What follows belongs to an exercise in optimizing a design on an open flow for small area; a production flow would make more cautious choices. Function was checked by simulation only, so behaviour that the tests miss may differ from the original. Power is estimated from default activity; no workload was simulated.

before:
Design addr_filter, start of the top module:
module addr_filter (
  input logic    clk
 ,input logic    rst
 ,input logic [80:0] igr_aw
 ,input logic    igr_aw_valid
 ,output logic    igr_aw_ready
 ,input logic [36:0] igr_w
 ,input logic    igr_w_valid
 ,output logic    igr_w_ready
 ,output logic [5:0]  igr_b
 ,output logic    igr_b_valid
 ,input logic    igr_b_ready
 ,input logic [80:0] igr_ar
 ,input logic    igr_ar_valid
 ,output logic    igr_ar_ready
 ,output logic [80:0] dp_aw
 ,output logic    dp_aw_valid
 ,input logic    dp_aw_ready
 ,output logic [36:0] dp_w
 ,output logic    dp_w_valid
 ,input logic    dp_w_ready
 ,input logic [5:0]  dp_b
 ,input logic    dp_b_valid
 ,output logic    dp_b_ready
 ,output logic [80:0] dp_ar
 ,output logic    dp_ar_valid
 ,input logic    dp_ar_ready
 ,output logic [80:0] msi_aw
 ,output logic    msi_aw_valid
 ,input logic    msi_aw_ready
 ,output logic [36:0] msi_w
 ,output logic    msi_w_valid
 ,input logic    msi_w_ready
 ,input logic [5:0]  msi_b
 ,input logic    msi_b_valid
 ,output logic    msi_b_ready
 ,output logic [80:0] msi_ar
 ,output logic    msi_ar_valid
 ,input logic    msi_ar_ready
);
  logic [addr_filter_pkg::CAX_W-1:0] egr_aw;
  logic [addr_filter_pkg::W_W-1:0]   egr_w;
  logic [addr_filter_pkg::CAX_W-1:0] egr_ar;
  assign dp_aw  = addr_filter_pkg::expand_dp(egr_aw);
  assign msi_aw = addr_filter_pkg::expand_msi(egr_aw);
  assign dp_w   = egr_w;
  assign msi_w  = egr_w;
  assign dp_ar  = addr_filter_pkg::expand_dp(egr_ar);
  assign msi_ar = addr_filter_pkg::expand_msi(egr_ar);
  wr_router u_wr_router (
    .clk          (clk),
    .rst          (rst),
    .igr_aw       (igr_aw),
    .igr_aw_valid (igr_aw_valid),
    .igr_aw_ready (igr_aw_ready),
    .igr_w        (igr_w),
    .igr_w_valid  (igr_w_valid),
    .igr_w_ready  (igr_w_ready),
    .egr_aw       (egr_aw),
    .egr_w        (egr_w),
    .dp_aw_valid  (dp_aw_valid),
    .dp_w_valid   (dp_w_valid),
    .msi_aw_valid (msi_aw_valid),
    .msi_w_valid  (msi_w_valid),
    .dp_aw_ready  (dp_aw_ready),
    .dp_w_ready   (dp_w_ready),
    .msi_aw_ready (msi_aw_ready),
    .msi_w_ready  (msi_w_ready)
  );
  rd_router u_rd_router (
    .clk          (clk),
  ...
Size: roughly 3300 cells after synthesis, about 1600 flip-flops.
clock: 8.0 ns
lec_check: 0
cap_margin: 20
core_margin: 2
core_utilization: 65
cts_buf_list: sky130_fd_sc_hd__clkbuf_16
cts_cluster_diameter: 60
cts_cluster_size: 30
place_density: 0.75
slew_margin: 20
standard.sh (not shown) runs the stock make flow with config.mk's settings and CLKGATE_MAP_FILE= SYNTH_SCRIPT=/design/flow/synth_recipe.tcl, a recipe that flattens the netlist after the stock synthesis.
==> flow/flow/run.sh <==
#!/bin/bash
# The standard layout, with the port buffers made from the smallest buffer cell
# instead of the delay cell buffer_ports picks by default, and with non-critical
# cells downsized after global routing
set -euo pipefail
bash standard.sh "BUFFER_PORTS_ARGS=-buffer_cell sky130_fd_sc_hd__buf_1" "RECOVER_POWER=100" finish > standard.log 2>&1
Every stage of before finished as expected; the final checks, on the other hand, flagged capacitance limit, slew limit, which means the layout fails.
What after does differently from before at the input level:
==> flow/flow/run.sh <==
#!/bin/bash
# The standard layout (standard.sh) with two changes to how it is built:
# - port buffers use the smallest buffer cell instead of the delay cell
#   buffer_ports picks by default (every port still gets its own buffer)
# - the clock tree uses clkbuf_8 leaf buffers for clusters of up to 16 flip-flops,
#   with no dummy loads
# The whole make output goes to standard.log in this folder; each step's own log
# is under orfs/logs/.
set -euo pipefail
CTS="-sink_clustering_enable -repair_clock_nets -dont_use_dummy_load"
CTS="$CTS -buf_list sky130_fd_sc_hd__clkbuf_8"
CTS="$CTS -sink_clustering_size 16 -sink_clustering_max_diameter 70"
bash standard.sh \
  "BUFFER_PORTS_ARGS=-buffer_cell sky130_fd_sc_hd__buf_1" \
  "CTS_ARGS=$CTS" \
  finish > standard.log 2>&1
--- a/flow/config.mk
+++ b/flow/config.mk
@@ -9,7 +9,4 @@
 export CORE_MARGIN = 2
 export CORE_UTILIZATION = 65
-export CTS_BUF_LIST = sky130_fd_sc_hd__clkbuf_16
-export CTS_CLUSTER_DIAMETER = 60
-export CTS_CLUSTER_SIZE = 30
 export PLACE_DENSITY = 0.75
 export SLEW_MARGIN = 20
Results
Every stage of the flow completed for after, and the final layout passed the timing, DRC and antenna checks.
Going from before to after, the internal power consumption was found to have gone down by 12%.
Relative to before, final clock period utilization by the worst path decreased by 17 points in after.
Going from before to after, detailed-route wire length went down by 1600 um; utilization of the core after routing -2.3 points.

==> what the ideal ports hide <==
Ports are ideal in the flow. The routed layouts listed here were re-timed in OpenROAD.
Step 1 assumes that a clkbuf_16 drives the clock port and a buf_2 every other input.
Step 2, shift: input delay + t, output delay - t, t = (earliest + latest rising clock arrival at the registers) / 2. This alone moves slack from input paths to output paths.
Slacks: no drivers / after step 1 / after step 2; pairs: no drivers / after step 1.
run	t, ns	setup WS [ns]	worst slew at a driven data input, ns
before	0.752	1.786 / 1.721 / 1.304	0.13
after	0.821	3.124 / 3.058 / 3.879	0.17
For before, which loses most, drivers alone change the setup slack by -0.065 ns; drivers and shift together by -0.482 ns.
